Background: an optimization exercise with open tools, aiming at small area, a short achievable clock period and few clock cycles per item. Do not read the settings as production practice.
Function was checked by simulation only, so behaviour that the tests miss may differ from the original.
Power figures rest on the tool's default switching activity, not on a simulated workload.

`design/flow/flow/run.sh`:
```
#!/bin/bash
set -euo pipefail
bash standard.sh SETUP_SLACK_MARGIN=7 \
  "BUFFER_PORTS_ARGS=-buffer_cell sky130_fd_sc_hd__buf_2" \
  finish > flow_make.log 2>&1
```
`design/flow/standard.sh`:
```
#!/bin/bash
# synth_recipe.tcl (not shown) runs the flow's synth.tcl, then flattens the netlist and writes it again
# the make line also repeats each setting of config.mk as NAME=value (left out here)
make -C /OpenROAD-flow-scripts/flow DESIGN_CONFIG=/design/flow/config.mk WORK_HOME=/design/flow/orfs CLKGATE_MAP_FILE= SYNTH_SCRIPT=/design/flow/synth_recipe.tcl "${@:-finish}"
```
`design/flow/config.mk`:
```
export PLATFORM = sky130hd
export DESIGN_NAME = col2im_2d_stream
export DESIGN_NICKNAME = col2im_2d_stream
export VERILOG_FILES = /design/flow/design.v
export SDC_FILE = /design/flow/constraint.sdc
export NUM_CORES = 4
export LEC_CHECK = 0
export ABC_CLOCK_PERIOD_IN_PS = 3000
export CAP_MARGIN = 20
export CORE_MARGIN = 2
export CORE_UTILIZATION = 30
export SLEW_MARGIN = 20
```
`design/flow/constraint.sdc`:
```
create_clock -name core_clock -period 10.0 [get_ports {clk}]
set_input_delay 2.0000 -clock core_clock [delete_from_list [all_inputs] [get_ports {clk}]]
set_output_delay 2.0000 -clock core_clock [all_outputs]
set_load 0.01 [all_outputs]
```
`design/flow/design.v`:
```
package col2im_pkg;
   typedef enum logic [1:0] {
      ST_IDLE  = 2'd0,
      ST_ACCUM = 2'd1,
      ST_DRAIN = 2'd2
   } col2im_state_t;
   function automatic int calc_hp(input int w, input int k, input int s);
      calc_hp = (w - k) / s + 1;
   endfunction
   function automatic int calc_vp(input int h, input int k, input int s);
      calc_vp = (h - k) / s + 1;
   endfunction
   function automatic int calc_npos(input int w, input int h, input int k, input int s);
      calc_npos = calc_hp(w, k, s) * calc_vp(h, k, s);
   endfunction
   function automatic int calc_nelem(input int w, input int h, input int k, input int s);
      calc_nelem = calc_npos(w, h, k, s) * k * k;
   endfunction
   function automatic int cnt_w(input int n);
      cnt_w = (n > 1) ? $clog2(n) : 1;
   endfunction
endpackage
module col2im_addr_gen
#(
   parameter int IMAGE_WIDTH  = 8,
   parameter int IMAGE_HEIGHT = 8,
   parameter int KERNEL_SIZE  = 3,
   parameter int STRIDE       = 1,
   parameter int KW           = col2im_pkg::cnt_w(KERNEL_SIZE),
   parameter int PXW          = col2im_pkg::cnt_w(IMAGE_WIDTH),
   parameter int PYW          = col2im_pkg::cnt_w(col2im_pkg::calc_vp(IMAGE_HEIGHT, KERNEL_SIZE, STRIDE) + 1)
) (
   input  logic            clk,
   input  logic            clr,
   input  logic            adv,
   input  logic            dadv,
   output logic [KW-1:0]   kc,
   output logic [KW-1:0]   kr,
   output logic [PXW-1:0]  px,
   output logic [PYW-1:0]  py,
   output logic [KW-1:0]   kc_n,
   output logic [KW-1:0]   kr_n,
   output logic [PXW-1:0]  px_n,
   output logic [PYW-1:0]  py_n
);
   localparam int HP  = col2im_pkg::calc_hp(IMAGE_WIDTH, KERNEL_SIZE, STRIDE);
   localparam logic [KW-1:0]  KMAX  = KW'(KERNEL_SIZE - 1);
   localparam logic [PXW-1:0] PXMAX = PXW'(HP - 1);
   localparam logic [PXW-1:0] CMAX  = PXW'(IMAGE_WIDTH - 1);
   logic kc_end, kr_end, px_end;
   assign kc_end = (kc == KMAX);
   assign kr_end = (kr == KMAX);
   assign px_end = (px == PXMAX);
   always_comb begin
      kc_n = kc;
      kr_n = kr;
      px_n = px;
      py_n = py;
      if (adv) begin
         if (!kc_end) begin
            kc_n = kc + 1'b1;
         end else begin
            kc_n = '0;
            if (!kr_end) begin
               kr_n = kr + 1'b1;
            end else begin
               kr_n = '0;
               if (!px_end) begin
                  px_n = px + 1'b1;
               end else begin
                  px_n = '0;
                  py_n = py + 1'b1;
               end
            end
         end
      end else if (dadv) begin
         if (px == CMAX) begin
            px_n = '0;
            kr_n = kr + 1'b1;
         end else begin
            px_n = px + 1'b1;
         end
      end
   end
   always_ff @(posedge clk) begin
      if (clr) begin
         kc <= '0;
         kr <= '0;
         px <= '0;
         py <= '0;
      end else begin
         kc <= kc_n;
         kr <= kr_n;
         px <= px_n;
         py <= py_n;
      end
   end
endmodule
module col2im_2d_stream
#(
   parameter int IMAGE_WIDTH  = 8,
   parameter int IMAGE_HEIGHT = 8,
   parameter int KERNEL_SIZE  = 3,
   parameter int STRIDE       = 1,
   parameter int DATA_WIDTH   = 8,
   parameter int ACC_WIDTH    = DATA_WIDTH + $clog2(KERNEL_SIZE * KERNEL_SIZE)
) (
   input  logic                  clk,
   input  logic                  rst_n,
   input  logic                  start,
   input  logic                  in_valid,
   input  logic [DATA_WIDTH-1:0] in_data,
   output logic                  in_ready,
   output logic                  out_valid,
   output logic [ACC_WIDTH-1:0]  out_data,
   output logic                  out_last,
   input  logic                  out_ready,
   output logic                  busy,
   output logic                  done
);
   localparam int WBA = 11;
   localparam int WCB = 10;
   localparam int WCH = 11;
   localparam int WC  = 9;
   logic                  v_q;        
   logic [DATA_WIDTH-1:0] x_q;
   logic                  acc_on;     
   logic [1:0] kc, kr, kc_n, kr_n;
   logic [2:0] px, py, px_n, py_n;
   logic [WC-1:0]  l0c, l1c;
   logic [WBA-1:0] fba [8];
   logic [WCB-1:0] fcb [6];
   logic [WCH-1:0] fcb6, fcb7;
   logic                 skid_valid;   
   logic                 skid_last;
   logic [ACC_WIDTH-1:0] skid_data;
   logic frame_start, in_hs, pop, r0_free, skid_valid_nx;
   logic lane_a, lane_b, lane_c, px5, kc0, kc1, kc2;
   logic is_exit, exit_a, stall, step, drain, dstep, push, push_last;
   logic zero_op, last_elem, last_acc;
   logic v_q_nx;
   logic [ACC_WIDTH-1:0] opnd_n, opnd_q, sum;
   logic [DATA_WIDTH-1:0] x_eff;
   assign frame_start = start && !busy;
   assign in_hs       = in_valid && in_ready;
   assign pop         = out_valid && out_ready;
   col2im_addr_gen #(
      .IMAGE_WIDTH  (IMAGE_WIDTH),
      .IMAGE_HEIGHT (IMAGE_HEIGHT),
      .KERNEL_SIZE  (KERNEL_SIZE),
      .STRIDE       (STRIDE)
   ) u_addr_gen (
      .clk  (clk),
      .clr  (frame_start),
      .adv  (step),
      .dadv (dstep),
      .kc   (kc),
      .kr   (kr),
      .px   (px),
      .py   (py),
      .kc_n (kc_n),
      .kr_n (kr_n),
      .px_n (px_n),
      .py_n (py_n)
   );
   assign lane_a = (kr == 2'd0);
   assign lane_b = (kr == 2'd1);
   assign lane_c = (kr == 2'd2);
   assign kc0    = (kc == 2'd0);
   assign kc1    = (kc == 2'd1);
   assign kc2    = (kc == 2'd2);
   assign px5    = (px == 3'd5);
   assign is_exit   = kc0 || px5;
   assign exit_a    = lane_a && is_exit;
   assign stall     = exit_a && skid_valid;
   assign step      = v_q && !stall;
   assign last_elem = (py == 3'd5) && px5 && lane_c && kc2;
   assign drain     = busy && py[2] && py[1] && !kr[1];
   assign dstep     = drain && !skid_valid;
   assign push      = (step && exit_a) || dstep;
   assign push_last = drain && kr[0] && (px == 3'd7);
   assign zero_op = ((px_n == 3'd0) || (kc_n == 2'd2)) && ((kr_n == 2'd2) || (py_n == 3'd0));
   always_comb begin
      if (!busy) begin
         opnd_n = '0;
      end else if (py_n[2] && py_n[1]) begin
         if (!kr_n[0]) opnd_n = (dstep && !kr[0]) ? ACC_WIDTH'(fba[6]) : ACC_WIDTH'(fba[7]);
         else          opnd_n = (dstep &&  kr[0]) ? ACC_WIDTH'(fcb6)   : ACC_WIDTH'(fcb7);
      end else begin
         case (kr_n)
            2'd0:    opnd_n = (kc_n == 2'd0) ? ACC_WIDTH'(fba[7]) :
                              (kc_n == 2'd1) ? ACC_WIDTH'(fba[6]) : ACC_WIDTH'(fba[5]);
            2'd1:    opnd_n = (kc_n == 2'd0) ? ACC_WIDTH'(fcb7) :
                              (kc_n == 2'd1) ? ACC_WIDTH'(fcb6) : ACC_WIDTH'(fcb[5]);
            default: opnd_n = (kc_n == 2'd0) ? ACC_WIDTH'(l0c) : ACC_WIDTH'(l1c);
         endcase
         if (zero_op) opnd_n = '0;
      end
   end
   always_ff @(posedge clk) begin
      opnd_q <= opnd_n;
   end
   assign x_eff = v_q ? x_q : '0;
   assign sum   = opnd_q + ACC_WIDTH'(x_eff);
   always_ff @(posedge clk) begin
      if (step && !px5 && lane_c && kc1) l0c <= WC'(sum);
      if (step && !px5 && lane_c && kc2) l1c <= WC'(sum);
      if ((step && is_exit && lane_b) || (dstep && !kr[0])) begin
         fba[0] <= WBA'(sum);
         for (int n = 1; n < 8; n++) fba[n] <= fba[n-1];
      end else if (step && !px5 && lane_a) begin
         if (kc1) fba[6] <= WBA'(sum);
         if (kc2) fba[5] <= WBA'(sum);
      end
      if ((step && is_exit && lane_c) || (dstep && kr[0])) begin
         fcb[0] <= WCB'(sum);
         for (int n = 1; n < 6; n++) fcb[n] <= fcb[n-1];
         fcb6 <= WCH'(fcb[5]);
         fcb7 <= fcb6;
      end else if (step && !px5 && lane_b) begin
         if (kc1) fcb6   <= WCH'(sum);
         if (kc2) fcb[5] <= WCB'(sum);
      end
   end
   assign r0_free       = !out_valid || out_ready;
   assign skid_valid_nx = skid_valid ? !r0_free : (push && !r0_free);
   always_ff @(posedge clk) begin
      if (r0_free) begin
         if (skid_valid) out_data <= skid_data;
         else if (push)  out_data <= sum;
      end else if (push) begin
         skid_data <= sum;
         skid_last <= push_last;
      end
   end
   assign v_q_nx   = in_ready ? in_valid : (v_q && stall);
   assign last_acc = in_hs && (v_q ? ((py == 3'd5) && px5 && lane_c && kc1) : last_elem);
   always_ff @(posedge clk) begin
      if (in_ready) x_q <= in_data;
   end
   always_ff @(posedge clk or negedge rst_n) begin
      if (!rst_n) begin
         v_q       <= 1'b0;
         acc_on    <= 1'b0;
         in_ready  <= 1'b0;
         out_valid <= 1'b0;
         out_last  <= 1'b0;
         skid_valid <= 1'b0;
         busy      <= 1'b0;
         done      <= 1'b0;
      end else begin
         done      <= 1'b0;
         v_q       <= v_q_nx;
         skid_valid <= skid_valid_nx;
         if (r0_free) begin
            out_valid <= skid_valid || push;
            out_last  <= skid_valid ? skid_last : push_last;
         end
         if (frame_start) begin
            busy     <= 1'b1;
            acc_on   <= 1'b1;
            in_ready <= 1'b1;
         end else begin
            if (last_acc) acc_on <= 1'b0;
            in_ready <= acc_on && !last_acc && !skid_valid_nx;
            if (pop && out_last) begin
               busy <= 1'b0;
               done <= 1'b1;
            end
         end
      end
   end
endmodule
```
==> load_flow_metrics.sql, run 1 <==
INSERT INTO impl_metrics (metric_group, metric, value, unit) VALUES
('outcome', 'status', 'complete, no violations', ''),
('die', 'die_footprint', '38200', 'µm²'),
('synthesis', 'leading_register_cell_type_out_of_synthesis', 'edfxtp_1', ''),
('layout', 'design_area', '13000', 'µm²'),
('routing', 'wire_per_inst', '18.7', 'µm'),
('place', 'place_hpwl', '15.7', 'mm'),
('synthesis', 'compound_gate_portion_of_the_synthesized_area', '0.0985', ''),
('synthesis', 'synth_simple_gate_area_frac', '0.126', ''),
('sta', 'final_max_slew_viol_count', '0', ''),
('place', 'gp_congestion', '0.844', ''),
('layout', 'commonest_non_fill_non_tap_cell_in_the_layout', 'edfxtp_1', ''),
('clock_tree', 'clockRootBuffer', 'clkbuf_16', ''),
('clock_tree', 'clkSinkCount', '250', ''),
('sta', 'finalHoldViolations', '0', ''),
('power', 'leakage', '4.86', 'nW'),
('layout', 'num_antenna_cells', '0', ''),
('clock_tree', 'tritoncts_clock_tree', 'built', ''),
('routing', 'detailroute.via_count', '7023', ''),
('critical_path', 'crit_fanout', '2', ''),
('synthesis', 'yosysWarnings', '4', ''),
('layout', 'mostFrequentLayoutCells', 'edfxtp_1 (220), nand2_1 (167), nor2_1 (46)', ''),
('place', 'detailed_place.area', '11600', 'µm²'),
('synthesis', 'synth-async-reset-ratio', '0.0320', ''),
('flow_run', 'max-cap-violations', '0', ''),
('synthesis', 'syn_avg_cell_area', '12.8', 'µm²'),
('place', 'dpl_worst_slack', '5.91', 'ns'),
('critical_path', 'end_kind', 'primary output', ''),
('synthesis', 'synth-edff-count', '220', ''),
('clock_tree', 'clock_tree.buffer_depth', '3', ''),
('critical_path', 'crit_type', 'reg2out', ''),
('min_path', 'timing.hold.worst.class', 'reg2reg', ''),
('sta', 'slew_headroom', '0.300', ''),
('die', 'core.rowCount', '70', ''),
('critical_path', 'timing.critical_path.arrival', '1.10', 'ns'),
('layout', 'final_core_utilization', '0.357', ''),
('sta', 'finalClockSkew', '0.0149', 'ns'),
('power', 'pwr_density_cell', '285', 'nW/µm²'),
('sta', 'timing.final.setup_violations', '0', ''),
('routing', 'vias_per_cell', '5.05', ''),
('clock_tree', 'number_of_buffers_inserted_for_hold_repair_after_clock_tree_synthesis', '0', ''),
('clock_tree', 'worst_skew_pair.late_latency', '0.55', 'ns'),
('place', 'buffer_ports.inserted', '29', ''),
('synthesis', 'mappedNetlistArea', '11000', 'µm²'),
('synthesis', 'muxShareOfSynthArea', '0.0594', ''),
('routing', 'wl', '26.1', 'mm'),
('sta', 'rsz0062_at_grt', 'true', ''),
('routing', 'post-route-drc-count', '0', ''),
('routing', 'final_antenna_net_count', '0', ''),
('layout', 'fill_cells', '3484', ''),
('critical_path', 'crit_path_cell_trace', 'buf_6', ''),
('grt', 'grt_max_degree', '80', ''),
('sta', 'final.min_clock_period', '3.10', 'ns'),
('sta', 'clock.fmax', '322', 'MHz'),
('die', 'die_y', '195', 'µm'),
('synthesis', 'postSynthNetCount', '889', ''),
('sta', 'setup_total_negative_slack', '0', 'ns'),
('sta', 'post-route-period-util', '0.310', ''),
('grt', 'globalRoute.totalOverflow', '0', ''),
('die', 'ioPinCount', '30', ''),
('synthesis', 'synth.lib_cells_used.distinct', '62', ''),
('die', 'core-area', '36300', 'µm²'),
('layout', 'drive_gt1_frac', '0.182', ''),
('sta', 'smallest_setup_slack_after_layout', '6.90', 'ns'),
('die', 'initial_core_util', '0.302', ''),
('synthesis', 'synth_seq_cells', '250', ''),
('critical_path', 'worst-endpoint-required', '8.00', 'ns'),
('die', 'die_width', '195', 'µm'),
('critical_path', 'library_cell_contributing_the_largest_single_delay_on_the_critical_path', 'dfrtp_2', ''),
('layout', 'layout.nets', '933', ''),
('power', 'irDropWorstVdd', '172', 'µV'),
('synthesis', 'adder_and_majority_cell_fraction_of_the_synthesized_area', '0.0200', '');
## metal layers
layer  vias to the layer above  wire length [µm]  share of wire  GRT usage
li1                       3269                 -              -          -
met1                      3469             12100           0.46      0.189
met2                       230             11500           0.44      0.206
met3                        55              1370          0.053     0.0202
met4                         0              1050          0.040     0.0565
met5                         -                 0              0          0
## report_power, final
part	internal [W]	switching, W
clock network	0.000609	0.000410
registers	0.00142	0.000122
logic	0.000426	0.000701
## sequential cells by signal, indices dropped and copies added, names as in the netlist, 3 cells and up
register and flops:
fba 88, fcb 60, out_data 12, skid_data 12, fcb6 11, fcb7 11
opnd_q 11, l0c 9, l1c 9, x_q 8, u_addr_gen.px 3, u_addr_gen.py 3
## logic make-up (layout without fill, tap and decap cells)
family / count (synthesis) / count (layout)
buf+inv: 65 / 129
flops: 250 / 250
mux: 60 / 60
fa+ha+maj: 17 / 17
simple gates: 307 / 307
compound gates: 147 / 148
xor+xnor: 13 / 13
## metrics by stage
stage / hold WS, ns / std cells
floorplan: 0.400 / 859
global placement: 0.400 / 1325
detailed placement: 0.405 / 1325
CTS: 0.417 / 1387
global route: 0.420 / 1392
finish: 0.416 / 1392
## path summary, 6_finish.rpt
kind / start / slack, ns / depth (start not counted) / to
setup reg to reg: u_addr_gen.kr[1] / 7.13 / 8 / opnd_q[9]
setup / recovery: in_ready / 6.90 / 1 / in_ready
hold reg to reg: fba[3][9] / 0.42 / 0 / fba[4][9]
hold / removal: fba[3][9] / 0.42 / 0 / fba[4][9]
min in group asynchronous: rst_n / 1.28 / 1 / busy
max in group asynchronous: rst_n / 8.52 / 1 / v_q
## Yosys cell counts (3+ instances only)
master,number,share of area
a21o_1,31,0.021
a21oi_1,22,0.010
clkbuf_1,18,0.0061
mux2_2,27,0.028
a21boi_1,3,0.0020
o31ai_1,10,0.0068
nor2b_1,5,0.0028
nand2_1,167,0.057
o21ai_1,11,0.0050
ha_1,16,0.018
o211ai_1,12,0.0082
o21a_1,7,0.0048
o41ai_1,3,0.0024
nand3_1,32,0.015
inv_1,16,0.0055
nand3b_1,10,0.0068
nand2b_1,3,0.0017
buf_1,3,0.0010
buf_2,23,0.010
dfrtp_1,8,0.018
a32o_1,10,0.0091
xor2_1,6,0.0048
and3_1,14,0.0080
nor2_1,47,0.016
edfxtp_1,220,0.60
nor3_1,7,0.0032
a32oi_1,9,0.0072
and2_1,11,0.0063
o21ai_0,11,0.0050
dfxtp_1,22,0.040
xnor2_1,7,0.0056
mux2i_1,30,0.027
## timing repair
action,in CTS,in global routing
endpoints found under the setup margin,281,111
hold endpoints to repair,0,0
pin swaps,2,3
cloned,2,3
gates resized for setup,32,19
setup buffers,10,2
## area by class of cell
class                           count  area (µm²)  share of cell area
Inverter                           18        72.6             0.00559
Multi-Input combinational cell    545        3550               0.274
Clock inverter                     17         200              0.0154
Tap cell                          468         586              0.0451
Timing Repair Buffer               61         588              0.0453
Sequential cell                   250        7260               0.560
Clock buffer                       33         708              0.0546
Testbench counts, summed over its fixed seeds: cycles 8,232, frames 24.
==> inputs of run 2 (changes only) <==
--- a/design/flow/design.v
+++ b/design/flow/design.v
@@ -36,2 +36,3 @@
    input  logic            dadv,
+   input  logic            hold,
    output logic [KW-1:0]   kc,
@@ -90,3 +91,3 @@
          py <= '0;
-      end else begin
+      end else if (!hold) begin
          kc <= kc_n;
@@ -133,6 +134,3 @@
    logic [WCH-1:0] fcb6, fcb7;
-   logic                 skid_valid;   
-   logic                 skid_last;
-   logic [ACC_WIDTH-1:0] skid_data;
-   logic frame_start, in_hs, pop, r0_free, skid_valid_nx;
+   logic frame_start, in_hs, pop, r0_free, hold;
    logic lane_a, lane_b, lane_c, px5, kc0, kc1, kc2;
@@ -140,3 +138,3 @@
    logic zero_op, last_elem, last_acc;
-   logic v_q_nx;
+   logic exit_a_succ, v_q_nx, out_valid_nx, risk_nx;
    logic [ACC_WIDTH-1:0] opnd_n, opnd_q, sum;
@@ -154,4 +152,5 @@
       .clr  (frame_start),
-      .adv  (step),
-      .dadv (dstep),
+      .adv  (v_q),
+      .dadv (drain),
+      .hold (hold),
       .kc   (kc),
@@ -174,3 +173,4 @@
    assign exit_a    = lane_a && is_exit;
-   assign stall     = exit_a && skid_valid;
+   assign r0_free   = !out_valid || out_ready;
+   assign stall     = v_q && exit_a && !r0_free;
    assign step      = v_q && !stall;
@@ -178,3 +178,4 @@
    assign drain     = busy && py[2] && py[1] && !kr[1];
-   assign dstep     = drain && !skid_valid;
+   assign dstep     = drain && r0_free;
+   assign hold      = stall || (drain && !r0_free);
    assign push      = (step && exit_a) || dstep;
@@ -183,7 +184,5 @@
    always_comb begin
-      if (!busy) begin
-         opnd_n = '0;
-      end else if (py_n[2] && py_n[1]) begin
-         if (!kr_n[0]) opnd_n = (dstep && !kr[0]) ? ACC_WIDTH'(fba[6]) : ACC_WIDTH'(fba[7]);
-         else          opnd_n = (dstep &&  kr[0]) ? ACC_WIDTH'(fcb6)   : ACC_WIDTH'(fcb7);
+      if (py_n[2] && py_n[1]) begin
+         if (!kr_n[0]) opnd_n = (drain && !kr[0]) ? ACC_WIDTH'(fba[6]) : ACC_WIDTH'(fba[7]);
+         else          opnd_n = (drain &&  kr[0]) ? ACC_WIDTH'(fcb6)   : ACC_WIDTH'(fcb7);
       end else begin
@@ -200,3 +199,3 @@
    always_ff @(posedge clk) begin
-      opnd_q <= opnd_n;
+      if (!hold) opnd_q <= opnd_n;
    end
@@ -205,8 +204,8 @@
    always_ff @(posedge clk) begin
-      if (step && !px5 && lane_c && kc1) l0c <= WC'(sum);
-      if (step && !px5 && lane_c && kc2) l1c <= WC'(sum);
-      if ((step && is_exit && lane_b) || (dstep && !kr[0])) begin
+      if (v_q && !px5 && lane_c && kc1) l0c <= WC'(sum);
+      if (v_q && !px5 && lane_c && kc2) l1c <= WC'(sum);
+      if ((v_q && is_exit && lane_b) || (dstep && !kr[0])) begin
          fba[0] <= WBA'(sum);
          for (int n = 1; n < 8; n++) fba[n] <= fba[n-1];
-      end else if (step && !px5 && lane_a) begin
+      end else if (v_q && !px5 && lane_a) begin
          if (kc1) fba[6] <= WBA'(sum);
@@ -214,3 +213,3 @@
       end
-      if ((step && is_exit && lane_c) || (dstep && kr[0])) begin
+      if ((v_q && is_exit && lane_c) || (dstep && kr[0])) begin
          fcb[0] <= WCB'(sum);
@@ -219,3 +218,3 @@
          fcb7 <= fcb6;
-      end else if (step && !px5 && lane_b) begin
+      end else if (v_q && !px5 && lane_b) begin
          if (kc1) fcb6   <= WCH'(sum);
@@ -224,13 +223,8 @@
    end
-   assign r0_free       = !out_valid || out_ready;
-   assign skid_valid_nx = skid_valid ? !r0_free : (push && !r0_free);
-   always_ff @(posedge clk) begin
-      if (r0_free) begin
-         if (skid_valid) out_data <= skid_data;
-         else if (push)  out_data <= sum;
-      end else if (push) begin
-         skid_data <= sum;
-         skid_last <= push_last;
-      end
-   end
+   always_ff @(posedge clk) begin
+      if (push) out_data <= sum;
+   end
+   assign exit_a_succ  = (lane_c && kc2) || (lane_a && px5 && !kc2);
+   assign out_valid_nx = push || (out_valid && !out_ready);
+   assign risk_nx      = v_q_nx && out_valid_nx && (step ? exit_a_succ : exit_a);
    assign v_q_nx   = in_ready ? in_valid : (v_q && stall);
@@ -247,3 +241,2 @@
          out_last  <= 1'b0;
-         skid_valid <= 1'b0;
          busy      <= 1'b0;
@@ -253,7 +246,4 @@
          v_q       <= v_q_nx;
-         skid_valid <= skid_valid_nx;
-         if (r0_free) begin
-            out_valid <= skid_valid || push;
-            out_last  <= skid_valid ? skid_last : push_last;
-         end
+         out_valid <= out_valid_nx;
+         if (push) out_last <= push_last;
          if (frame_start) begin
@@ -264,3 +254,3 @@
             if (last_acc) acc_on <= 1'b0;
-            in_ready <= acc_on && !last_acc && !skid_valid_nx;
+            in_ready <= acc_on && !last_acc && !risk_nx;
             if (pop && out_last) begin
--- a/design/flow/config.mk
+++ b/design/flow/config.mk
@@ -7,6 +7,8 @@
 export LEC_CHECK = 0
-export ABC_CLOCK_PERIOD_IN_PS = 3000
+export ABC_AREA = 1
 export CAP_MARGIN = 20
 export CORE_MARGIN = 2
-export CORE_UTILIZATION = 30
+export CORE_UTILIZATION = 50
+export CTS_CLUSTER_DIAMETER = 100
+export CTS_CLUSTER_SIZE = 30
 export SLEW_MARGIN = 20
==> load_flow_metrics.sql, run 2 <==
INSERT INTO impl_metrics (metric_group, metric, value, unit) VALUES
('critical_path', 'worst-endpoint-required', '8.00', 'ns'),
('routing', 'wire_per_inst', '19.3', 'µm'),
('critical_path', 'crit_family', 'flip-flops', ''),
('critical_path', 'worstReg2RegEnd', 'opnd_q[4]', ''),
('synthesis', 'yosysWarnings', '4', ''),
('sta', 'final_max_slew_viol_count', '0', ''),
('place', 'gp_congestion', '0.965', ''),
('routing', 'final_antenna_net_count', '0', ''),
('sta', 'setup_total_negative_slack', '0', 'ns'),
('synthesis', 'leading_register_cell_type_out_of_synthesis', 'edfxtp_1', ''),
('clock_tree', 'clock_tree.buffer_depth', '3', ''),
('place', 'buffer_ports.inserted', '29', ''),
('routing', 'post-route-drc-count', '0', ''),
('sta', 'finalHoldViolations', '0', ''),
('sta', 'timing.final.setup_violations', '0', ''),
('critical_path', 'slowest_delay', '0.39', 'ns'),
('clock_tree', 'worst_skew_pair.late_latency', '0.50', 'ns'),
('grt', 'wire_length_of_the_first_global_routing_pass', '36.0', 'mm'),
('synthesis', 'synth.area.top_cells', 'edfxtp_1 (65%), nand2_1 (11%), nand3_1 (5.4%)', ''),
('grt', 'groute.usage.overall', '0.220', ''),
('die', 'die_width', '146', 'µm'),
('layout', 'commonest_non_fill_non_tap_cell_in_the_layout', 'nand2_1', ''),
('clock_tree', 'cts.clk_slew.worst_paths', '0.11', 'ns'),
('synthesis', 'syn_avg_cell_area', '11.3', 'µm²'),
('routing', 'dr.pass1.iters', '5', ''),
('clock_tree', 'tritoncts_clock_tree', 'built', ''),
('outcome', 'status', 'complete, no violations', ''),
('clock_tree', 'cts.htree.levels', '1', ''),
('critical_path', 'crit_type', 'reg2out', ''),
('grt', 'first_global_vias', '6465', ''),
('critical_path', 'crit_fanout', '1', ''),
('die', 'initial_core_util', '0.514', ''),
('synthesis', 'synth-async-reset-ratio', '0.0297', ''),
('sta', 'clock.fmax', '329', 'MHz'),
('clock_tree', 'clkSinkCount', '236', ''),
('layout', 'layout.nets', '960', ''),
('synthesis', 'synth-edff-count', '218', ''),
('die', 'ioPinCount', '30', ''),
('clock_tree', 'number_of_buffers_inserted_for_hold_repair_after_clock_tree_synthesis', '0', ''),
('min_path', 'hold_path.startpoint', 'fba[3][2]', ''),
('sta', 'slew_headroom', '0.222', ''),
('critical_path', 'crit_path_start_kind', 'register', ''),
('grt', 'grt_max_degree', '45', ''),
('layout', 'flow.area_growth_from_synthesis', '10.6', '%'),
('place', 'place_hpwl', '15.1', 'mm'),
('layout', 'mostFrequentLayoutCells', 'nand2_1 (301), edfxtp_1 (218), nand3_1 (108)', ''),
('layout', 'num_antenna_cells', '0', ''),
('synthesis', 'most_common_cell_in_the_netlist', 'nand2_1', ''),
('synthesis', 'mappedNetlistArea', '10100', 'µm²'),
('sta', 'max_slew.worst_pin.slew', '1.16', 'ns'),
('power', 'leakage', '3.76', 'nW'),
('die', 'core.rowCount', '51', ''),
('synthesis', 'yosys.area.top_type', 'edfxtp_1', ''),
('critical_path', 'timing.critical_path.arrival', '1.04', 'ns'),
('synthesis', 'fraction_of_post_synthesis_cell_area_in_the_top_cell_type_by_area', '0.651', ''),
('grt', 'globalRoute.totalOverflow', '0', ''),
('layout', 'max_flop_register', 'fba', ''),
('critical_path', 'crit_path_cell_trace', 'buf_2', ''),
('min_path', 'timing.hold.worst.class', 'reg2reg', ''),
('die', 'die_footprint', '21300', 'µm²'),
('synthesis', 'synth.lib_cells_used.distinct', '36', ''),
('layout', 'reg.largest.list', 'fba: 88 flops, fcb: 60 flops, out_data: 12 flops', ''),
('synthesis', 'synth-seq-area-share', '0.690', ''),
('grt', 'antenna_found_initial', '0', ''),
('layout', 'drive_gt1_frac', '0.121', ''),
('die', 'die_y', '146', 'µm'),
('synthesis', 'count_of_mapped_cells_out_of_synthesis', '894', ''),
('power', 'pwr_density_cell', '143', 'nW/µm²'),
('sta', 'whs', '0.415', 'ns'),
('synthesis', 'synth_seq_cells', '236', ''),
('routing', 'vias_per_cell', '5.50', ''),
('critical_path', 'path_buf_inv', '1', ''),
('min_path', 'hold_depth', '0', ''),
('min_path', 'timing.hold.worst_endpoint', 'fba[4][2]', ''),
('critical_path', 'library_cell_contributing_the_largest_single_delay_on_the_critical_path', 'edfxtp_1', ''),
('sta', 'post-route-period-util', '0.304', ''),
('sta', 'finalClockSkew', '0.0486', 'ns'),
('synthesis', 'yosys-top-cells-count', 'nand2_1 (307), edfxtp_1 (218), nand3_1 (108)', ''),
('power', 'irDropWorstVdd', '98.4', 'µV'),
('clock_tree', 'cts_inserted_buffers', '12', ''),
('layout', 'largest_register_ffs', '88', ''),
('die', 'core-area', '19600', 'µm²'),
('critical_path', 'end_kind', 'primary output', ''),
('flow_run', 'max-cap-violations', '0', ''),
('sta', 'final.min_clock_period', '3.04', 'ns'),
('sta', 'rsz0062_at_grt', 'true', ''),
('synthesis', 'postSynthNetCount', '925', ''),
('critical_path', 'worstRegToRegCells', '10', ''),
('routing', 'wl', '23.2', 'mm'),
('routing', 'detailroute.via_count', '6603', ''),
('critical_path', 'rr_startpoint', 'u_addr_gen.kr[0]', ''),
('critical_path', 'minimum_setup_slack_among_reg_to_reg_paths', '7.20', 'ns'),
('routing', 'first_iter_violations', '598', ''),
('clock_tree', 'clockRootBuffer', 'clkbuf_16', '');
==> run 2: cell types whose count changed in the layout (fill, tap and decap cells not counted), sizes merged, moves of 14 or more <==
cell / previous run / this run
and3: 14 / 0
inv: 19 / 54
a21o: 31 / 0
nor2: 47 / 27
nand2: 168 / 316
clkbuf: 35 / 17
o21ai: 25 / 44
mux2: 29 / 8
mux2i: 31 / 0
nand3: 32 / 109
==> run 2: metal layers <==
| layer | track usage | share of wire | up-vias |
|---|---|---|---|
| met5 | 0 | 0 | - |
| li1 | - | - | 3141 |
| met1 | 0.304 | 0.43 | 3161 |
| met3 | 0.0339 | 0.060 | 61 |
| met2 | 0.347 | 0.46 | 240 |
| met4 | 0.0985 | 0.048 | 0 |
==> run 2: logic make-up after synthesis <==
kind of cell / share of synthesized area
AO/OA/AOI/OAI: 0.0433
XOR/XNOR: 0.00609
adder cells (fa/ha/maj): 0.0231
flip-flops: 0.690
buffers and inverters: 0.0400
multiplexers: 0.00895
AND/OR/NAND/NOR: 0.189
==> run 2: how the worst max path moves through the flow <==
stage                     start           to  slack (ns)  cells after the start
global placement      out_ready   fba[5][10]        5.76                      8
global route        out_data[5]  out_data[5]        6.92                      1
CTS                 out_data[5]  out_data[5]        6.95                      1
finish              out_data[5]  out_data[5]        6.96                      1
detailed placement    out_ready    fcb[5][2]        5.68                      7
floorplan             out_ready    fba[0][0]        6.95                      5
==> run 2: power breakdown <==
group | internal [W] | switching (W) | total [W]
clock | 0.000229 | 0.000294 | 0.000523
combinational | 0.00000163 | 0.00000114 | 0.00000277
sequential | 0.00106 | 0.00000000000000000000478 | 0.00106
total | 0.00129 | 0.000295 | 0.00159
==> run 2: metrics by stage <==
step	util	setup slack [ns]	power, W	instances	instance area (µm²)
after floorplan	-	6.95	0.00108	894	10100
after global placement	0.534	5.76	0.00109	1160	10500
after detailed placement	0.534	5.68	0.00109	1160	10500
after CTS	0.561	6.95	0.00160	1190	11000
after global routing	0.568	6.92	0.00164	1200	11100
final	0.568	6.96	0.00159	1200	11100
==> run 2: layout make-up <==
cell class	count	area [µm²]
tap	265	332
multi-input combinational	571	2880
clock buffer	17	319
timing repair buffer	51	393
fill	1630	8460
timing repair inverter	1	7.51
sequential	236	6940
clock inverter	3	23.8
inverter	56	225
==> run 2: repair_timing <==
item | in CTS | in global routing
setup endpoints to repair | 248 | 48
setup buffers | 4 | 10
gates cloned | 6 | 0
resized for setup | 15 | 10
pin swaps | 1 | 0
endpoints found under the hold margin | 0 | 0
Testbench counts of run 2, summed over its fixed seeds: cycles 8,376, frames 24.
==> inputs of run 3 (changes only) <==
--- a/design/flow/design.v
+++ b/design/flow/design.v
@@ -123,3 +123,3 @@
    localparam int WCB = 10;
-   localparam int WCH = 11;
+   localparam int WCW = 11;
    localparam int WC  = 9;
@@ -132,4 +132,4 @@
    logic [WBA-1:0] fba [8];
-   logic [WCB-1:0] fcb [6];
-   logic [WCH-1:0] fcb6, fcb7;
+   logic [WCB-1:0] fcb [5];
+   logic [WCW-1:0] fcb5, fcb6, fcb7;
    logic frame_start, in_hs, pop, r0_free, hold;
@@ -137,3 +137,4 @@
    logic is_exit, exit_a, stall, step, drain, dstep, push, push_last;
-   logic zero_op, last_elem, last_acc;
+   logic fetch, drain_n, zero_op, last_elem, last_acc;
+   logic rot_a, rot_b, rot_c, shift_ba, shift_cb;
    logic exit_a_succ, v_q_nx, out_valid_nx, risk_nx;
@@ -182,14 +183,13 @@
    assign push_last = drain && kr[0] && (px == 3'd7);
+   assign fetch   = step || dstep;
+   assign drain_n = py_n[2] && py_n[1];
    assign zero_op = ((px_n == 3'd0) || (kc_n == 2'd2)) && ((kr_n == 2'd2) || (py_n == 3'd0));
    always_comb begin
-      if (py_n[2] && py_n[1]) begin
-         if (!kr_n[0]) opnd_n = (drain && !kr[0]) ? ACC_WIDTH'(fba[6]) : ACC_WIDTH'(fba[7]);
-         else          opnd_n = (drain &&  kr[0]) ? ACC_WIDTH'(fcb6)   : ACC_WIDTH'(fcb7);
+      if (drain_n) begin
+         opnd_n = kr_n[0] ? ACC_WIDTH'(fcb7) : ACC_WIDTH'(fba[7]);
       end else begin
          case (kr_n)
-            2'd0:    opnd_n = (kc_n == 2'd0) ? ACC_WIDTH'(fba[7]) :
-                              (kc_n == 2'd1) ? ACC_WIDTH'(fba[6]) : ACC_WIDTH'(fba[5]);
-            2'd1:    opnd_n = (kc_n == 2'd0) ? ACC_WIDTH'(fcb7) :
-                              (kc_n == 2'd1) ? ACC_WIDTH'(fcb6) : ACC_WIDTH'(fcb[5]);
-            default: opnd_n = (kc_n == 2'd0) ? ACC_WIDTH'(l0c) : ACC_WIDTH'(l1c);
+            2'd0:    opnd_n = ACC_WIDTH'(fba[7]);
+            2'd1:    opnd_n = ACC_WIDTH'(fcb7);
+            default: opnd_n = ACC_WIDTH'(l0c);
          endcase
@@ -199,3 +199,4 @@
    always_ff @(posedge clk) begin
-      if (!hold) opnd_q <= opnd_n;
+      if (frame_start) opnd_q <= '0;
+      else if (fetch)  opnd_q <= opnd_n;
    end
@@ -203,23 +204,33 @@
    assign sum   = opnd_q + ACC_WIDTH'(x_eff);
-   always_ff @(posedge clk) begin
-      if (v_q && !px5 && lane_c && kc1) l0c <= WC'(sum);
-      if (v_q && !px5 && lane_c && kc2) l1c <= WC'(sum);
-      if ((v_q && is_exit && lane_b) || (dstep && !kr[0])) begin
+   assign rot_a    = (step && lane_a) || (v_q && lane_c && kc2 && !last_elem);
+   assign rot_b    = (v_q && lane_b) || (step && lane_a && kc2);
+   assign rot_c    = v_q && (lane_c || (lane_b && kc2));
+   assign shift_ba = (v_q && ((is_exit && lane_b) || last_elem)) ||
+                     (dstep && !kr[0] && (px != 3'd7));
+   assign shift_cb = (v_q && is_exit && lane_c) ||
+                     (dstep && (kr[0] ? (px != 3'd7) : (px == 3'd7)));
+   always_ff @(posedge clk) begin
+      if (rot_c) begin
+         l0c <= l1c;
+         l1c <= WC'(sum);
+      end
+      if (shift_ba) begin
          fba[0] <= WBA'(sum);
          for (int n = 1; n < 8; n++) fba[n] <= fba[n-1];
-      end else if (v_q && !px5 && lane_a) begin
-         if (kc1) fba[6] <= WBA'(sum);
-         if (kc2) fba[5] <= WBA'(sum);
-      end
-      if ((v_q && is_exit && lane_c) || (dstep && kr[0])) begin
+      end else if (rot_a) begin
+         fba[5] <= WBA'(sum);
+         fba[6] <= fba[5];
+         fba[7] <= fba[6];
+      end
+      if (shift_cb) begin
          fcb[0] <= WCB'(sum);
-         for (int n = 1; n < 6; n++) fcb[n] <= fcb[n-1];
-         fcb6 <= WCH'(fcb[5]);
+         for (int n = 1; n < 5; n++) fcb[n] <= fcb[n-1];
+         fcb5 <= WCW'(fcb[4]);
+         fcb6 <= fcb5;
          fcb7 <= fcb6;
-      end else if (v_q && !px5 && lane_b) begin
-         if (kc1) fcb6   <= WCH'(sum);
-         if (kc2) fcb[5] <= WCB'(sum);
-      end
-   end
-   always_ff @(posedge clk) begin
+      end else if (rot_b) begin
+         fcb5 <= WCW'(sum);
+         fcb6 <= fcb5;
+         fcb7 <= fcb6;
+      end
       if (push) out_data <= sum;
@@ -228,4 +239,4 @@
    assign out_valid_nx = push || (out_valid && !out_ready);
+   assign v_q_nx       = in_ready ? in_valid : (v_q && stall);
    assign risk_nx      = v_q_nx && out_valid_nx && (step ? exit_a_succ : exit_a);
-   assign v_q_nx   = in_ready ? in_valid : (v_q && stall);
    assign last_acc = in_hs && (v_q ? ((py == 3'd5) && px5 && lane_c && kc1) : last_elem);
==> load_flow_metrics.sql, run 3 <==
INSERT INTO impl_metrics (metric_group, metric, value, unit) VALUES
('outcome', 'status', 'complete, no violations', ''),
('sta', 'setup_total_negative_slack', '0', 'ns'),
('layout', 'num_antenna_cells', '0', ''),
('clock_tree', 'clkSinkCount', '237', ''),
('min_path', 'timing.hold.worst.class', 'reg2reg', ''),
('critical_path', 'library_cell_contributing_the_largest_single_delay_on_the_critical_path', 'dfrtp_1', ''),
('clock_tree', 'cts.htree.levels', '1', ''),
('routing', 'final_antenna_net_count', '0', ''),
('die', 'initial_core_util', '0.512', ''),
('synthesis', 'synth.area.top_cells', 'edfxtp_1 (70%), nand2_1 (6.1%), dfxtp_1 (5.0%)', ''),
('critical_path', 'crit_fanout', '2', ''),
('routing', 'post-route-drc-count', '0', ''),
('layout', 'max_flop_register', 'fba', ''),
('sta', 'final.min_clock_period', '3.02', 'ns'),
('synthesis', 'count_of_mapped_cells_out_of_synthesis', '637', ''),
('routing', 'wl', '16.9', 'mm'),
('critical_path', 'slowest_delay', '0.40', 'ns'),
('sta', 'timing.final.setup_violations', '0', ''),
('sta', 'rsz0062_at_grt', 'true', ''),
('synthesis', 'leading_register_cell_type_out_of_synthesis', 'edfxtp_1', ''),
('critical_path', 'worst-endpoint-required', '8.00', 'ns'),
('critical_path', 'timing.critical_path.arrival', '1.02', 'ns'),
('place', 'gp_congestion', '0.879', ''),
('layout', 'reg.largest.list', 'fba: 88 flops, fcb: 50 flops, out_data: 12 flops', ''),
('power', 'leakage', '3.82', 'nW'),
('synthesis', 'syn_avg_cell_area', '14.0', 'µm²'),
('die', 'die_footprint', '18900', 'µm²'),
('critical_path', 'crit_path_start_kind', 'register', ''),
('layout', 'count_of_placed_standard_cells_in_the_final_layout_fillers_left_out', '922', ''),
('clock_tree', 'clockRootBuffer', 'clkbuf_16', ''),
('routing', 'wl_met3', '1.10', 'mm'),
('synthesis', 'synth-edff-count', '208', ''),
('routing', 'wire_per_inst', '18.3', 'µm'),
('place', 'place_hpwl', '10.4', 'mm'),
('die', 'ioPinCount', '30', ''),
('die', 'core.rowCount', '48', ''),
('routing', 'first_iter_violations', '331', ''),
('power', 'irDropWorstVdd', '238', 'µV'),
('place', 'buffer_ports.inserted', '29', ''),
('layout', 'mostFrequentLayoutCells', 'edfxtp_1 (208), nand2_1 (141), nand3_1 (43)', ''),
('sta', 'post-route-period-util', '0.302', ''),
('grt', 'globalRoute.totalOverflow', '0', ''),
('critical_path', 'crit_family', 'flip-flops', ''),
('critical_path', 'end_kind', 'primary output', ''),
('grt', 'antenna_found_initial', '0', ''),
('sta', 'finalClockSkew', '0.0237', 'ns'),
('grt', 'groute.usage.overall', '0.186', ''),
('clock_tree', 'number_of_buffers_inserted_for_hold_repair_after_clock_tree_synthesis', '0', ''),
('synthesis', 'yosysWarnings', '4', ''),
('routing', 'detailroute.via_count', '4833', ''),
('sta', 'max_slew.worst_pin.slew', '1.03', 'ns'),
('sta', 'slew_headroom', '0.312', ''),
('routing', 'highest_layer', 'met4', ''),
('synthesis', 'fraction_of_post_synthesis_cell_area_in_the_top_cell_type_by_area', '0.702', ''),
('sta', 'final_max_slew_viol_count', '0', ''),
('die', 'core-area', '17400', 'µm²'),
('layout', 'largest_register_ffs', '88', ''),
('layout', 'drive_gt1_frac', '0.161', ''),
('place', 'post-place-cells', '883', ''),
('synthesis', 'synth_seq_cells', '237', ''),
('clock_tree', 'tritoncts_clock_tree', 'built', ''),
('synthesis', 'mappedNetlistArea', '8890', 'µm²'),
('sta', 'clock.fmax', '331', 'MHz'),
('power', 'pwr_density_cell', '308', 'nW/µm²'),
('critical_path', 'path_buf_inv', '1', ''),
('die', 'die_y', '137', 'µm'),
('grt', 'first_global_vias', '4728', ''),
('die', 'die_width', '137', 'µm'),
('synthesis', 'yosys.area.top_type', 'edfxtp_1', ''),
('synthesis', 'synth.lib_cells_used.distinct', '37', ''),
('synthesis', 'synth-seq-area-share', '0.772', ''),
('routing', 'wl_met1', '7.48', 'mm'),
('clock_tree', 'cts.clk_slew.worst_paths', '0.11', 'ns'),
('routing', 'dr.pass1.iters', '4', ''),
('clock_tree', 'worst_skew_pair.late_latency', '0.48', 'ns'),
('synthesis', 'yosys-top-cells-count', 'edfxtp_1 (208), nand2_1 (144), inv_1 (45), nand3_1 (45), o21ai_0 (33)', ''),
('critical_path', 'crit_path_cell_trace', 'buf_2', ''),
('clock_tree', 'clock_tree.buffer_depth', '3', ''),
('clock_tree', 'cts_inserted_buffers', '12', ''),
('layout', 'layout.nets', '723', ''),
('synthesis', 'most_common_cell_in_the_netlist', 'edfxtp_1', ''),
('grt', 'wire_length_of_the_first_global_routing_pass', '25.7', 'mm'),
('critical_path', 'crit_type', 'reg2out', ''),
('synthesis', 'synth-async-reset-ratio', '0.0295', ''),
('routing', 'wl_met2', '7.78', 'mm'),
('synthesis', 'postSynthNetCount', '669', ''),
('grt', 'grt_max_degree', '36', ''),
('layout', 'commonest_non_fill_non_tap_cell_in_the_layout', 'edfxtp_1', ''),
('sta', 'finalHoldViolations', '0', ''),
('flow_run', 'max-cap-violations', '0', ''),
('routing', 'vias_per_cell', '5.24', ''),
('layout', 'flow.area_growth_from_synthesis', '13.0', '%');
-- run 3: cell types whose count changed in the layout (fill, tap and decap cells not counted), moves of 5 or more --
cell      change
a21oi_1      +11
a31oi_1      -11
dfxtp_1      +11
edfxtp_1     -10
inv_1         -5
mux2_2        -8
nand2_1     -160
nand2_4       -7
nand3_1      -65
nor2_1        -7
o21ai_1       -5
or2_1         +7
-- run 3: cell type report --
class / count / area, µm²
clock buffers: 17 / 340
clock inverters: 3 / 37.5
fillers: 1354 / 7310
inverters: 52 / 219
multi-input cells: 339 / 1920
flip-flops and latches: 237 / 6870
well taps: 225 / 282
repair buffers: 49 / 387
-- run 3: cells by family after synthesis --
group           count (synthesis)  share of synthesized area
compound gates                 73                     0.0447
xor+xnor                        9                    0.00886
flops                         237                      0.772
buf+inv                        67                     0.0322
simple gates                  232                      0.115
fa+ha+maj                      19                     0.0276
-- run 3: report_power, final --
group | total [W] | internal, W | switching [W]
Clock | 0.000550 | 0.000250 | 0.000301
Sequential | 0.00160 | 0.00149 | 0.000109
Combinational | 0.000939 | 0.000287 | 0.000652
-- run 3: stage by stage --
step | cell area, µm² | hold slack (ns) | setup WS (ns) | utilization | power, W
after floorplan | 9010 | 0.400 | 6.75 | - | 0.00216
after global placement | 9370 | 0.400 | 5.73 | 0.540 | 0.00246
after detailed placement | 9380 | 0.405 | 5.65 | 0.540 | 0.00250
after CTS | 10000 | 0.415 | 6.96 | 0.577 | 0.00311
after global routing | 10000 | 0.428 | 6.94 | 0.579 | 0.00327
final | 10000 | 0.414 | 6.98 | 0.579 | 0.00309
-- run 3: worst paths after layout --
kind | startpoint | to | slack, ns | cells past startpoint
worst max-delay path | out_last | out_last | 6.98 | 1
worst min-delay path | fcb[2][9] | fcb[3][9] | 0.41 | 0
worst max register to register | v_q | fba[5][10] | 7.23 | 12
worst min register to register | fcb[2][9] | fcb[3][9] | 0.41 | 0
max in group asynchronous | rst_n | v_q | 8.47 | 1
min in group asynchronous | rst_n | out_last | 1.34 | 1
-- run 3: repair_timing --
| item | in CTS | in global routing |
|---|---|---|
| buffers inserted | 11 | 0 |
| resized for setup | 17 | 7 |
| pin swaps | 6 | 1 |
| gates cloned | 7 | 1 |
| endpoints found under the setup margin | 210 | 119 |
-- run 3: metal layers --
layer  up-vias  track usage
li1       2343            -
met1      2344        0.261
met2       118        0.291
met5         -            0
met4         0       0.0676
met3        28       0.0361
Testbench counts of run 3, summed over its fixed seeds: cycles 8,376, frames 24.

==> afterwards: timing with drivers on the ports <==
The flow's constraints put no driver on any port. The routed layouts listed below were extracted and timed again, unchanged, in two steps.
Step 1: set_driving_cell puts a clkbuf_16 on clk and a buf_2 on each other input, an assumption about the parent block.
Step 2 also shifts input and output timing later by t, the mid clock arrival at the registers, as if the neighbouring blocks saw the same clock.
a / b / c = ideal ports / drivers / drivers and shift; a / b = the first two.
run | t (ns) | setup slack, ns | worst hold slack (ns) | slew at the worst register clock pin (ns) | worst data-port slew with drivers (ns)
run 1 | 0.591 | 6.896 / 6.849 / 6.544 | 0.416 / 0.416 / 0.416 | 0.07 / 0.07 | 0.04
run 2 | 0.520 | 6.960 / 6.918 / 6.506 | 0.415 / 0.415 / 0.415 | 0.11 / 0.11 | 0.03
run 3 | 0.512 | 6.978 / 6.937 / 6.555 | 0.414 / 0.414 / 0.414 | 0.11 / 0.11 | 0.04
After both steps every run listed still meets setup and hold. For run 2, which loses most, drivers alone change the setup slack by -0.042 ns; drivers and shift together by -0.454 ns.
